Background: an optimization exercise with open tools, aiming at small area, a short achievable clock period and few clock cycles per item. Do not read the settings as production practice.
At most, simulation tests tie the RTL to the original design; equivalence was not proved.
Power and IR drop assume default switching activity.

run A:
==> module mx_block_sequencer, before the edit <==
module mx_block_sequencer #(
  parameter int BLOCK_SIZE = 32,
  parameter int DATA_W     = 32,
  parameter int EXP_W      = 8
) (
  input  logic                          clk,
  input  logic                          rst,
  input  logic                          in_valid,
  output logic                          in_ready,
  input  logic [DATA_W-1:0]             in_data,
  input  logic                          flush,
  output logic                          out_valid,
  input  logic                          out_ready,
  output logic [DATA_W-1:0]             out_data,
  output logic [EXP_W-1:0]              out_scale,
  output logic                          out_last,
  output logic [$clog2(BLOCK_SIZE)-1:0] out_idx
);
  localparam int IDX_W = $clog2(BLOCK_SIZE);
  localparam int NS    = BLOCK_SIZE + 1;
  localparam int SW    = $clog2(NS);
  logic [NS-1:0][DATA_W-1:0] ring_q;
  logic [NS-1:0]             occ_q;
  logic [IDX_W-1:0] c_cnt_q, c_cnt_d;
  logic [EXP_W-1:0] c_max_q, c_max_d;
  logic             first_q;               
  logic [SW-1:0]    wdist_q, wdist_d;
  logic             p_vld_q, p_vld_d, p2_vld_q, p2_vld_d;
  logic [IDX_W-1:0] p_rem_q, p_rem_d;      
  logic [EXP_W-1:0] p_scale_q, p_scale_d, p2_scale_q, p2_scale_d;
  logic [IDX_W-1:0] rem_q, rem_d;          
  logic [SW-1:0]    rdist_q, rdist_d;
  logic              ov_q, olast_q;
  logic [DATA_W-1:0] od_q;
  logic [EXP_W-1:0]  os_q, e_scale_q;
  logic [IDX_W-1:0]  oi_q, oi_d, nb;
  logic              ir_q, ir_d;
  logic              wsel_q;               
  logic              nx_ok_q, nx_ok_d;     
  logic              nx_rd_q, nx_rd_d;     
  logic             acc, ftk, close, load, rd, start, last_rd;
  logic             ok_l, rd_l, ok_n, rd_n;
  logic [EXP_W-1:0] e_in, e_eff, new_max, p_scale_e, p2_scale_e;
  logic [IDX_W-1:0] rem_now;
  assign in_ready  = ir_q;
  assign out_valid = ov_q;
  assign out_data  = od_q;
  assign out_scale = os_q;
  assign out_last  = olast_q;
  assign out_idx   = oi_q;
  assign acc     = in_valid & ir_q;
  assign ftk     = flush & ir_q;
  assign e_in    = in_data[DATA_W-2 -: EXP_W];
  assign new_max = (acc && e_in > c_max_q) ? e_in : c_max_q;
  assign e_eff   = (e_in == '0) ? EXP_W'(1) : e_in;
  assign p_scale_e  = (first_q & ~p2_vld_q) ? c_max_q : p_scale_q;
  assign p2_scale_e = first_q ? c_max_q : p2_scale_q;
  assign close   = (acc && c_cnt_q == IDX_W'(BLOCK_SIZE - 1)) || (ftk && (acc || c_cnt_q != '0));
  assign load    = nx_ok_q & (~ov_q | out_ready);
  assign rd      = load & nx_rd_q;
  assign start   = load & olast_q;
  assign nb      = oi_q + IDX_W'(1);
  assign oi_d    = (oi_q & ~{IDX_W{load}}) | (nb & {IDX_W{load}});
  assign rem_now = olast_q ? p_rem_q : rem_q - IDX_W'(1);
  assign last_rd = rd & (rem_now == '0);
  always_comb begin
    c_cnt_d = c_cnt_q;
    c_max_d = first_q ? (acc ? e_eff : EXP_W'(1)) : new_max;
    wdist_d = (wdist_q == '0) ? SW'(NS - 1) : wdist_q - SW'(1);
    if (close) begin
      c_cnt_d = '0;
      wdist_d = {1'b0, ~c_cnt_q};
    end else if (acc) begin
      c_cnt_d = c_cnt_q + IDX_W'(1);
      wdist_d = '0;
    end
    p_vld_d    = p_vld_q;
    p_rem_d    = p_rem_q;
    p_scale_d  = p_scale_e;
    p2_vld_d   = p2_vld_q;
    p2_scale_d = p2_scale_e;
    if (start) begin
      if (p2_vld_q) begin
        p_rem_d   = '0;
        p_scale_d = p2_scale_e;
        p2_vld_d  = 1'b0;
      end else if (close) begin
        p_rem_d   = c_cnt_q + IDX_W'(acc) - IDX_W'(1);
      end else begin
        p_vld_d = 1'b0;
      end
    end else if (close) begin
      if (p_vld_q) begin
        p2_vld_d   = 1'b1;
      end else begin
        p_vld_d   = 1'b1;
        p_rem_d   = c_cnt_q + IDX_W'(acc) - IDX_W'(1);
      end
    end
    rem_d   = rem_q;
    rdist_d = (rdist_q == '0) ? SW'(NS - 1) : rdist_q - SW'(1);
    if (rd) begin
      rem_d   = rem_now;
      rdist_d = last_rd ? {1'b0, ~nb} : '0;
    end
    if (olast_q) begin
      ok_l = 1'b1;                             
      rd_l = p_rem_q != '0;
    end else if (nb == IDX_W'(BLOCK_SIZE - 1)) begin
      ok_l = p_vld_d & (nx_rd_q | (rdist_q == SW'(1)));
      rd_l = 1'b1;
    end else begin
      ok_l = 1'b1;                             
      rd_l = nx_rd_q & (rem_q != IDX_W'(1));
    end
    if (olast_q) begin
      ok_n = p_vld_d & (rdist_q == SW'(1));
      rd_n = 1'b1;
    end else begin
      ok_n = ~nx_rd_q | (rdist_q == SW'(1));
      rd_n = nx_rd_q;
    end
    nx_ok_d = load ? ok_l : ok_n;
    nx_rd_d = load ? rd_l : rd_n;
    ir_d = ~p2_vld_d & (close ? (c_cnt_q == IDX_W'(BLOCK_SIZE - 1)) : (acc | (wdist_q == SW'(1))))
         & (~occ_q[1] | rd);
  end
  always_ff @(posedge clk) begin
    for (int i = 0; i < NS - 1; i++)
      ring_q[i] <= ring_q[i+1];
    ring_q[NS-1] <= wsel_q ? in_data : ring_q[0];
    wsel_q       <= ir_d;
    od_q <= (od_q & ~{DATA_W{load}}) | (ring_q[1] & {DATA_W{nx_rd_q & load}});
    e_scale_q <= start ? p_scale_e : e_scale_q;
    os_q      <= rst ? '0 : start ? p_scale_e : e_scale_q;
    c_max_q    <= c_max_d;
    p_rem_q    <= p_rem_d;
    p_scale_q  <= p_scale_d;
    p2_scale_q <= p2_scale_d;
    rem_q      <= rem_d;
    if (rst) begin
      occ_q    <= '0;
      c_cnt_q  <= '0;
      c_max_q  <= EXP_W'(1);
      first_q  <= 1'b0;
      wdist_q  <= SW'(1);
      p_vld_q  <= 1'b0;
      p2_vld_q <= 1'b0;
      rdist_q  <= '0;
      ov_q     <= 1'b0;
      oi_q     <= IDX_W'(BLOCK_SIZE - 1);
      olast_q  <= 1'b1;
      ir_q     <= 1'b0;
      nx_ok_q  <= 1'b0;
      nx_rd_q  <= 1'b1;
    end else begin
      occ_q    <= {occ_q[0] | acc, occ_q[NS-1:2], occ_q[1] & ~rd};
      c_cnt_q  <= c_cnt_d;
      first_q  <= close;
      wdist_q  <= wdist_d;
      p_vld_q  <= p_vld_d;
      p2_vld_q <= p2_vld_d;
      rdist_q  <= rdist_d;
      ov_q     <= load | (ov_q & ~out_ready);
      oi_q     <= oi_d;
      olast_q  <= oi_d == IDX_W'(BLOCK_SIZE - 1);
      ir_q     <= ir_d;
      nx_ok_q  <= nx_ok_d;
      nx_rd_q  <= nx_rd_d;
    end
  end
endmodule
clock: 5.0 ns
lec_check: 0
cap_margin: 20
core_margin: 2
core_utilization: 65
cts_buf_list: sky130_fd_sc_hd__clkbuf_8
cts_cluster_diameter: 60
cts_cluster_size: 20
place_density: 0.75
setup_slack_margin: 3.0
slew_margin: 20
standard.sh (not shown) runs the stock make flow with config.mk's settings and CLKGATE_MAP_FILE= SYNTH_SCRIPT=/design/flow/synth_recipe.tcl, a recipe that flattens the netlist after the stock synthesis.
==> flow/flow/run.sh <==
#!/bin/bash
# Standard layout (the standard.sh, unchanged synthesis) with clock tree synthesis told not
# to add dummy loads. Each tool's output goes to a log of its own here and under orfs/logs.
set -euo pipefail
export CTS_ARGS="-sink_clustering_enable -repair_clock_nets -sink_clustering_size 20 -sink_clustering_max_diameter 60 -buf_list sky130_fd_sc_hd__clkbuf_8 -dont_use_dummy_load"
export BUFFER_PORTS_ARGS="-buffer_cell sky130_fd_sc_hd__buf_2"
bash standard.sh > standard_flow.log 2>&1
Testbench counts of run A, summed over its fixed seeds: cycles 16,656, items 16,384.
What run B does differently from run A at the input level:
--- a/flow/design.v
+++ b/flow/design.v
@@ -20,15 +20,15 @@
   localparam int NS    = BLOCK_SIZE + 1;
   localparam int SW    = $clog2(NS);
   logic [NS-1:0][DATA_W-1:0] ring_q;
-  logic [NS-1:0]             occ_q;
   logic [IDX_W-1:0] c_cnt_q, c_cnt_d;
   logic [EXP_W-1:0] c_max_q, c_max_d;
   logic             first_q;               
   logic [SW-1:0]    wdist_q, wdist_d;
   logic             p_vld_q, p_vld_d, p2_vld_q, p2_vld_d;
   logic [IDX_W-1:0] p_rem_q, p_rem_d;      
-  logic [EXP_W-1:0] p_scale_q, p_scale_d, p2_scale_q, p2_scale_d;
+  logic [EXP_W-1:0] p_scale_q, p_scale_d;
   logic [IDX_W-1:0] rem_q, rem_d;          
+  logic             efull_q, efull_d;      
   logic [SW-1:0]    rdist_q, rdist_d;
   logic              ov_q, olast_q;
   logic [DATA_W-1:0] od_q;
@@ -39,8 +39,9 @@
   logic              nx_ok_q, nx_ok_d;     
   logic              nx_rd_q, nx_rd_d;     
   logic             acc, ftk, close, load, rd, start, last_rd;
-  logic             ok_l, rd_l, ok_n, rd_n;
-  logic [EXP_W-1:0] e_in, e_eff, new_max, p_scale_e, p2_scale_e;
+  logic             ok_l, rd_l, ok_n, rd_n, occ_n, hit_np, rem_nz, cnt1, cnt0;
+  logic [IDX_W-1:0] gap;
+  logic [EXP_W-1:0] e_in, e_eff, new_max, p_scale_e;
   logic [IDX_W-1:0] rem_now;
   assign in_ready  = ir_q;
   assign out_valid = ov_q;
@@ -54,7 +55,6 @@
   assign new_max = (acc && e_in > c_max_q) ? e_in : c_max_q;
   assign e_eff   = (e_in == '0) ? EXP_W'(1) : e_in;
   assign p_scale_e  = (first_q & ~p2_vld_q) ? c_max_q : p_scale_q;
-  assign p2_scale_e = first_q ? c_max_q : p2_scale_q;
   assign close   = (acc && c_cnt_q == IDX_W'(BLOCK_SIZE - 1)) || (ftk && (acc || c_cnt_q != '0));
   assign load    = nx_ok_q & (~ov_q | out_ready);
   assign rd      = load & nx_rd_q;
@@ -63,9 +63,15 @@
   assign oi_d    = (oi_q & ~{IDX_W{load}}) | (nb & {IDX_W{load}});
   assign rem_now = olast_q ? p_rem_q : rem_q - IDX_W'(1);
   assign last_rd = rd & (rem_now == '0);
+  assign gap     = c_cnt_q - oi_q - IDX_W'(2);
   always_comb begin
     c_cnt_d = c_cnt_q;
-    c_max_d = first_q ? (acc ? e_eff : EXP_W'(1)) : new_max;
+    if (p2_vld_q)
+      c_max_d = start ? EXP_W'(1) : c_max_q;
+    else if (first_q)
+      c_max_d = acc ? e_eff : EXP_W'(1);
+    else
+      c_max_d = new_max;
     wdist_d = (wdist_q == '0) ? SW'(NS - 1) : wdist_q - SW'(1);
     if (close) begin
       c_cnt_d = '0;
@@ -78,11 +84,10 @@
     p_rem_d    = p_rem_q;
     p_scale_d  = p_scale_e;
     p2_vld_d   = p2_vld_q;
-    p2_scale_d = p2_scale_e;
     if (start) begin
       if (p2_vld_q) begin
         p_rem_d   = '0;
-        p_scale_d = p2_scale_e;
+        p_scale_d = c_max_q;
         p2_vld_d  = 1'b0;
       end else if (close) begin
         p_rem_d   = c_cnt_q + IDX_W'(acc) - IDX_W'(1);
@@ -122,8 +127,22 @@
     end
     nx_ok_d = load ? ok_l : ok_n;
     nx_rd_d = load ? rd_l : rd_n;
+    efull_d = start ? (p_rem_q == IDX_W'(BLOCK_SIZE - 1)) : efull_q;
+    case ({acc, load})
+      2'b00:   hit_np = (gap == '0) & (c_cnt_q != '0);
+      2'b01:   hit_np = (gap == IDX_W'(1)) & (c_cnt_q != '0);
+      2'b10:   hit_np = (gap == '1);
+      default: hit_np = (gap == '0);
+    endcase
+    rem_nz = rd ? (olast_q ? (p_rem_q != '0) : (rem_q != IDX_W'(1))) : (rem_q != '0);
+    cnt1   = ~close & (acc ? (c_cnt_q == '0) : (c_cnt_q == IDX_W'(1)));
+    cnt0   = close | (~acc & (c_cnt_q == '0));
+    if (p_vld_d)
+      occ_n = cnt1 | (cnt0 & efull_d & rem_nz);
+    else
+      occ_n = rem_nz & hit_np & ~close;
     ir_d = ~p2_vld_d & (close ? (c_cnt_q == IDX_W'(BLOCK_SIZE - 1)) : (acc | (wdist_q == SW'(1))))
-         & (~occ_q[1] | rd);
+         & ~occ_n;
   end
   always_ff @(posedge clk) begin
     for (int i = 0; i < NS - 1; i++)
@@ -136,10 +155,8 @@
     c_max_q    <= c_max_d;
     p_rem_q    <= p_rem_d;
     p_scale_q  <= p_scale_d;
-    p2_scale_q <= p2_scale_d;
-    rem_q      <= rem_d;
+    efull_q    <= efull_d;
     if (rst) begin
-      occ_q    <= '0;
       c_cnt_q  <= '0;
       c_max_q  <= EXP_W'(1);
       first_q  <= 1'b0;
@@ -151,10 +168,10 @@
       oi_q     <= IDX_W'(BLOCK_SIZE - 1);
       olast_q  <= 1'b1;
       ir_q     <= 1'b0;
+      rem_q    <= '0;
       nx_ok_q  <= 1'b0;
       nx_rd_q  <= 1'b1;
     end else begin
-      occ_q    <= {occ_q[0] | acc, occ_q[NS-1:2], occ_q[1] & ~rd};
       c_cnt_q  <= c_cnt_d;
       first_q  <= close;
       wdist_q  <= wdist_d;
@@ -165,6 +182,7 @@
       oi_q     <= oi_d;
       olast_q  <= oi_d == IDX_W'(BLOCK_SIZE - 1);
       ir_q     <= ir_d;
+      rem_q    <= rem_d;
       nx_ok_q  <= nx_ok_d;
       nx_rd_q  <= nx_rd_d;
     end
Notes after the runs:
Run B vs. run A: final critical delay including setup and external delays climbed 360 ps; post-CTS setup repair buffer count climbed 58%; first-pass GRT wire length dropped about 0.8%; post-layout worst setup margin dropped 360 ps; area overhead of the layout relative to synthesis climbed 1.3 points. Run B: arrival time at the worst endpoint is 1810 ps higher than what run A reported. Changes observed in run B relative to run A: worst clock skew on the final layout went up 36 ps; design area shrank by about 2.3%. Number of unique standard cell types used by synthesis ended up 5 higher on run B than on run A. Met1 demand-to-capacity share in global routing, run B and run A: higher on run B. Of the two values seen for worst-path cell with the longest stage delay, or4b_4 was produced by run B and dfxtp_4 by run A. [compare] base=run A new=run B: DRC marker count from the first detailed-route iteration went up by 80, wire length went down by 490 um.
The RTL of run B was laid out without a check of its function.


build 86:
The RTL this note starts from:
==> flow/design.v <==
module mx_block_sequencer #(
  parameter int BLOCK_SIZE = 32,
  parameter int DATA_W     = 32,
  parameter int EXP_W      = 8
) (
  input  logic                          clk,
  input  logic                          rst,
  input  logic                          in_valid,
  output logic                          in_ready,
  input  logic [DATA_W-1:0]             in_data,
  input  logic                          flush,
  output logic                          out_valid,
  input  logic                          out_ready,
  output logic [DATA_W-1:0]             out_data,
  output logic [EXP_W-1:0]              out_scale,
  output logic                          out_last,
  output logic [$clog2(BLOCK_SIZE)-1:0] out_idx
);
  localparam int IDX_W = $clog2(BLOCK_SIZE);
  localparam int NS    = BLOCK_SIZE + 1;
  localparam int SW    = $clog2(NS);
  logic [NS-1:0][DATA_W-1:0] ring_q;
  logic [NS-1:0]             occ_q;
  logic [IDX_W-1:0] c_cnt_q, c_cnt_d;
  logic [EXP_W-1:0] c_max_q, c_max_d;
  logic [SW-1:0]    wdist_q, wdist_d;
  logic             p_vld_q, p_vld_d, p2_vld_q, p2_vld_d;
  logic [IDX_W-1:0] p_rem_q, p_rem_d;      
  logic [EXP_W-1:0] p_scale_q, p_scale_d, p2_scale_q, p2_scale_d;
  logic [IDX_W-1:0] rem_q, rem_d;          
  logic [SW-1:0]    rdist_q, rdist_d;
  logic              ov_q, olast_q;
  logic [DATA_W-1:0] od_q;
  logic [EXP_W-1:0]  os_q;
  logic [IDX_W-1:0]  oi_q, nb;
  logic              ir_q, ir_d;
  logic              wsel_q;               
  logic              nx_ok_q, nx_ok_d;     
  logic              nx_rd_q, nx_rd_d;     
  logic             acc, ftk, close, load, rd, start, last_rd;
  logic             ok_l, rd_l, ok_n, rd_n;
  logic [EXP_W-1:0] e_in, new_max;
  logic [IDX_W-1:0] rem_now;
  assign in_ready  = ir_q;
  assign out_valid = ov_q;
  assign out_data  = od_q;
  assign out_scale = os_q;
  assign out_last  = olast_q;
  assign out_idx   = oi_q;
  assign acc     = in_valid & ir_q;
  assign ftk     = flush & ir_q;
  assign e_in    = in_data[DATA_W-2 -: EXP_W];
  assign new_max = (acc && e_in > c_max_q) ? e_in : c_max_q;
  assign close   = (acc && c_cnt_q == IDX_W'(BLOCK_SIZE - 1)) || (ftk && (acc || c_cnt_q != '0));
  assign load    = nx_ok_q & (~ov_q | out_ready);
  assign rd      = load & nx_rd_q;
  assign start   = load & olast_q;
  assign nb      = oi_q + IDX_W'(1);
  assign rem_now = olast_q ? p_rem_q : rem_q - IDX_W'(1);
  assign last_rd = rd & (rem_now == '0);
  always_comb begin
    c_cnt_d = c_cnt_q;
    c_max_d = c_max_q;
    wdist_d = (wdist_q == '0) ? SW'(NS - 1) : wdist_q - SW'(1);
    if (close) begin
      c_cnt_d = '0;
      c_max_d = EXP_W'(1);
      wdist_d = {1'b0, ~c_cnt_q};
    end else if (acc) begin
      c_cnt_d = c_cnt_q + IDX_W'(1);
      c_max_d = new_max;
      wdist_d = '0;
    end
    p_vld_d    = p_vld_q;
    p_rem_d    = p_rem_q;
    p_scale_d  = p_scale_q;
    p2_vld_d   = p2_vld_q;
    p2_scale_d = p2_scale_q;
    if (start) begin
      if (p2_vld_q) begin
        p_rem_d   = '0;
        p_scale_d = p2_scale_q;
        p2_vld_d  = 1'b0;
      end else if (close) begin
        p_rem_d   = c_cnt_q + IDX_W'(acc) - IDX_W'(1);
        p_scale_d = new_max;
      end else begin
        p_vld_d = 1'b0;
      end
    end else if (close) begin
      if (p_vld_q) begin
        p2_vld_d   = 1'b1;
        p2_scale_d = new_max;
      end else begin
        p_vld_d   = 1'b1;
        p_rem_d   = c_cnt_q + IDX_W'(acc) - IDX_W'(1);
        p_scale_d = new_max;
      end
    end
    rem_d   = rem_q;
    rdist_d = (rdist_q == '0) ? SW'(NS - 1) : rdist_q - SW'(1);
    if (rd) begin
      rem_d   = rem_now;
      rdist_d = last_rd ? {1'b0, ~nb} : '0;
    end
    if (olast_q) begin
      ok_l = 1'b1;                             
      rd_l = p_rem_q != '0;
    end else if (nb == IDX_W'(BLOCK_SIZE - 1)) begin
      ok_l = p_vld_d & (nx_rd_q | (rdist_q == SW'(1)));
      rd_l = 1'b1;
    end else begin
      ok_l = 1'b1;                             
      rd_l = nx_rd_q & (rem_q != IDX_W'(1));
    end
    if (olast_q) begin
      ok_n = p_vld_d & (rdist_q == SW'(1));
      rd_n = 1'b1;
    end else begin
      ok_n = ~nx_rd_q | (rdist_q == SW'(1));
      rd_n = nx_rd_q;
    end
    nx_ok_d = load ? ok_l : ok_n;
    nx_rd_d = load ? rd_l : rd_n;
    ir_d = ~p2_vld_d & (close ? (c_cnt_q == IDX_W'(BLOCK_SIZE - 1)) : (acc | (wdist_q == SW'(1))))
         & (~occ_q[1] | rd);
  end
  always_ff @(posedge clk) begin
    for (int i = 0; i < NS - 1; i++)
      ring_q[i] <= ring_q[i+1];
    ring_q[NS-1] <= wsel_q ? in_data : ring_q[0];
    wsel_q       <= ir_d;
    if (load) begin
      od_q    <= ring_q[1] & {DATA_W{nx_rd_q}};
      olast_q <= nb == IDX_W'(BLOCK_SIZE - 1);
      oi_q    <= nb;
    end
    if (start)
      os_q <= p_scale_q;
    c_max_q    <= c_max_d;
    p_rem_q    <= p_rem_d;
    p_scale_q  <= p_scale_d;
    p2_scale_q <= p2_scale_d;
    rem_q      <= rem_d;
    if (rst) begin
      occ_q    <= '0;
      c_cnt_q  <= '0;
      c_max_q  <= EXP_W'(1);
      wdist_q  <= SW'(1);
      p_vld_q  <= 1'b0;
      p2_vld_q <= 1'b0;
      rdist_q  <= '0;
      ov_q     <= 1'b0;
      oi_q     <= IDX_W'(BLOCK_SIZE - 1);
      olast_q  <= 1'b1;
      ir_q     <= 1'b0;
      nx_ok_q  <= 1'b0;
      nx_rd_q  <= 1'b1;
    end else begin
      occ_q    <= {occ_q[0] | acc, occ_q[NS-1:2], occ_q[1] & ~rd};
      c_cnt_q  <= c_cnt_d;
      wdist_q  <= wdist_d;
      p_vld_q  <= p_vld_d;
      p2_vld_q <= p2_vld_d;
      rdist_q  <= rdist_d;
      ov_q     <= load | (ov_q & ~out_ready);
      ir_q     <= ir_d;
      nx_ok_q  <= nx_ok_d;
      nx_rd_q  <= nx_rd_d;
    end
  end
endmodule
make LEC_CHECK=0 CAP_MARGIN=20 CORE_MARGIN=2 CORE_UTILIZATION=30 PLACE_DENSITY=0.5 SETUP_SLACK_MARGIN=3.0 SLEW_MARGIN=20 finish   # period 5.0 ns
run.sh (not shown) runs the stock make flow with config.mk's settings and CLKGATE_MAP_FILE= SYNTH_SCRIPT=/design/flow/synth_recipe.tcl, a recipe that flattens the netlist after the stock synthesis.
Stock flow here: none of the scripts above is used.
The following lists how trial 97 was set up differently from build 86:
--- a/flow/design.v
+++ b/flow/design.v
@@ -20,83 +20,89 @@
   localparam int NS    = BLOCK_SIZE + 1;
   localparam int SW    = $clog2(NS);
   logic [NS-1:0][DATA_W-1:0] ring_q;
   logic [NS-1:0]             occ_q;
   logic [IDX_W-1:0] c_cnt_q, c_cnt_d;
-  logic [EXP_W-1:0] c_max_q, c_max_d;
+  logic [EXP_W-1:0] c_max_q, c_max_d;      
+  logic [EXP_W-1:0] ex_q;                  
   logic [SW-1:0]    wdist_q, wdist_d;
   logic             p_vld_q, p_vld_d, p2_vld_q, p2_vld_d;
   logic [IDX_W-1:0] p_rem_q, p_rem_d;      
-  logic [EXP_W-1:0] p_scale_q, p_scale_d, p2_scale_q, p2_scale_d;
+  logic [EXP_W-1:0] p_maxa_q, p_maxa_d, p_ex_q, p_ex_d, p2_scale_q, p2_scale_d;
   logic [IDX_W-1:0] rem_q, rem_d;          
   logic [SW-1:0]    rdist_q, rdist_d;
   logic              ov_q, olast_q;
   logic [DATA_W-1:0] od_q;
-  logic [EXP_W-1:0]  os_q;
-  logic [IDX_W-1:0]  oi_q, nb;
+  logic [EXP_W-1:0]  os_q, e_scale_q;
+  logic [IDX_W-1:0]  oi_q, oi_d, nb;
   logic              ir_q, ir_d;
   logic              wsel_q;               
   logic              nx_ok_q, nx_ok_d;     
   logic              nx_rd_q, nx_rd_d;     
   logic             acc, ftk, close, load, rd, start, last_rd;
   logic             ok_l, rd_l, ok_n, rd_n;
-  logic [EXP_W-1:0] e_in, new_max;
+  logic [EXP_W-1:0] e_in, m1, p_max;
   logic [IDX_W-1:0] rem_now;
   assign in_ready  = ir_q;
   assign out_valid = ov_q;
   assign out_data  = od_q;
   assign out_scale = os_q;
   assign out_last  = olast_q;
   assign out_idx   = oi_q;
   assign acc     = in_valid & ir_q;
   assign ftk     = flush & ir_q;
   assign e_in    = in_data[DATA_W-2 -: EXP_W];
-  assign new_max = (acc && e_in > c_max_q) ? e_in : c_max_q;
+  assign m1      = (ex_q > c_max_q) ? ex_q : c_max_q;
+  assign p_max   = (p_ex_q > p_maxa_q) ? p_ex_q : p_maxa_q;
   assign close   = (acc && c_cnt_q == IDX_W'(BLOCK_SIZE - 1)) || (ftk && (acc || c_cnt_q != '0));
   assign load    = nx_ok_q & (~ov_q | out_ready);
   assign rd      = load & nx_rd_q;
   assign start   = load & olast_q;
   assign nb      = oi_q + IDX_W'(1);
+  assign oi_d    = (oi_q & ~{IDX_W{load}}) | (nb & {IDX_W{load}});
   assign rem_now = olast_q ? p_rem_q : rem_q - IDX_W'(1);
   assign last_rd = rd & (rem_now == '0);
   always_comb begin
     c_cnt_d = c_cnt_q;
-    c_max_d = c_max_q;
+    c_max_d = m1;
     wdist_d = (wdist_q == '0) ? SW'(NS - 1) : wdist_q - SW'(1);
     if (close) begin
       c_cnt_d = '0;
       c_max_d = EXP_W'(1);
       wdist_d = {1'b0, ~c_cnt_q};
     end else if (acc) begin
       c_cnt_d = c_cnt_q + IDX_W'(1);
-      c_max_d = new_max;
       wdist_d = '0;
     end
     p_vld_d    = p_vld_q;
     p_rem_d    = p_rem_q;
-    p_scale_d  = p_scale_q;
+    p_maxa_d   = p_maxa_q;
+    p_ex_d     = p_ex_q;
     p2_vld_d   = p2_vld_q;
     p2_scale_d = p2_scale_q;
     if (start) begin
       if (p2_vld_q) begin
         p_rem_d   = '0;
-        p_scale_d = p2_scale_q;
+        p_maxa_d  = EXP_W'(1);
+        p_ex_d    = p2_scale_q;
         p2_vld_d  = 1'b0;
       end else if (close) begin
         p_rem_d   = c_cnt_q + IDX_W'(acc) - IDX_W'(1);
-        p_scale_d = new_max;
+        p_maxa_d  = m1;
+        p_ex_d    = e_in & {EXP_W{acc}};
       end else begin
         p_vld_d = 1'b0;
       end
     end else if (close) begin
       if (p_vld_q) begin
         p2_vld_d   = 1'b1;
-        p2_scale_d = new_max;
+        p2_scale_d = acc ? e_in : m1;        
       end else begin
         p_vld_d   = 1'b1;
         p_rem_d   = c_cnt_q + IDX_W'(acc) - IDX_W'(1);
-        p_scale_d = new_max;
+        p_maxa_d  = m1;
+        p_ex_d    = e_in & {EXP_W{acc}};
       end
     end
     rem_d   = rem_q;
     rdist_d = (rdist_q == '0) ? SW'(NS - 1) : rdist_q - SW'(1);
     if (rd) begin
@@ -128,20 +134,18 @@
   always_ff @(posedge clk) begin
     for (int i = 0; i < NS - 1; i++)
       ring_q[i] <= ring_q[i+1];
     ring_q[NS-1] <= wsel_q ? in_data : ring_q[0];
     wsel_q       <= ir_d;
-    if (load) begin
-      od_q    <= ring_q[1] & {DATA_W{nx_rd_q}};
-      olast_q <= nb == IDX_W'(BLOCK_SIZE - 1);
-      oi_q    <= nb;
-    end
-    if (start)
-      os_q <= p_scale_q;
+    od_q <= (od_q & ~{DATA_W{load}}) | (ring_q[1] & {DATA_W{nx_rd_q & load}});
+    e_scale_q <= start ? p_max : e_scale_q;
+    os_q      <= rst ? '0 : start ? p_max : e_scale_q;
     c_max_q    <= c_max_d;
     p_rem_q    <= p_rem_d;
-    p_scale_q  <= p_scale_d;
+    p_maxa_q   <= p_maxa_d;
+    p_ex_q     <= p_ex_d;
+    ex_q       <= e_in & {EXP_W{acc & ~close}};
     p2_scale_q <= p2_scale_d;
     rem_q      <= rem_d;
     if (rst) begin
       occ_q    <= '0;
       c_cnt_q  <= '0;
@@ -162,10 +166,12 @@
       wdist_q  <= wdist_d;
       p_vld_q  <= p_vld_d;
       p2_vld_q <= p2_vld_d;
       rdist_q  <= rdist_d;
       ov_q     <= load | (ov_q & ~out_ready);
+      oi_q     <= oi_d;
+      olast_q  <= oi_d == IDX_W'(BLOCK_SIZE - 1);
       ir_q     <= ir_d;
       nx_ok_q  <= nx_ok_d;
       nx_rd_q  <= nx_rd_d;
     end
   end
Findings:
- Delta (trial 97 minus build 86): final cell count went up about 9%; power in the clock group went up about 6.5%; count of clock-buffer cells in the layout went up 8.2%; mux contribution to synthesized area held; final worst hold slack went up 12 ps.
- Flip-flop and latch count | trial 97 above build 86
- Max total CTS buffers across trial 97 and build 86: trial 97
- Cmp trial 97 and build 86 / aggregate routed wire length / lower: build 86
- Count of state elements after synthesis: trial 97 and build 86 compared, higher one is trial 97
- Die width delta for trial 97 relative to build 86: about 2% higher
- In trial 97, fraction of the mapped netlist area in compound gates is higher than in build 86.
Function was not checked in any run of this note: the RTL went through the layout flow alone.

## separate check: timing with driven ports
The flow's constraints put no driver on any port. The routed layouts listed below were extracted and timed again, unchanged, in two steps.
Step 1: set_driving_cell puts a clkbuf_16 on clk and a buf_2 on each other input, an assumption about the parent block.
Step 2, shift: input delay + t, output delay - t, t = (earliest + latest rising clock arrival at the registers) / 2. This alone moves slack from input paths to output paths.
Slacks: ideal ports / drivers / drivers and shift; pairs: ideal ports / drivers.
| run | t, ns | setup WS [ns] | worst hold slack (ns) | worst setup path at the end | worst slew at a driven data input, ns |
|---|---|---|---|---|---|
| run A | 0.671 | 2.880 / 2.826 / 2.324 | 0.296 / 0.296 / 0.296 | input to register | 0.06 |
| run B | 0.671 | 2.519 / 2.519 / 2.239 | 0.286 / 0.286 / 0.286 | input to register | 0.05 |
| build 86 | 0.714 | 2.664 / 2.604 / 2.208 | 0.286 / 0.286 / 0.286 | input to register | 0.06 |
| trial 97 | 0.710 | 2.848 / 2.789 / 2.284 | 0.298 / 0.298 / 0.298 | input to register | 0.06 |
After both steps every run listed still meets setup and hold. The setup slack of trial 97, which loses most, moves by -0.059 ns with the drivers and by -0.564 ns with both steps.
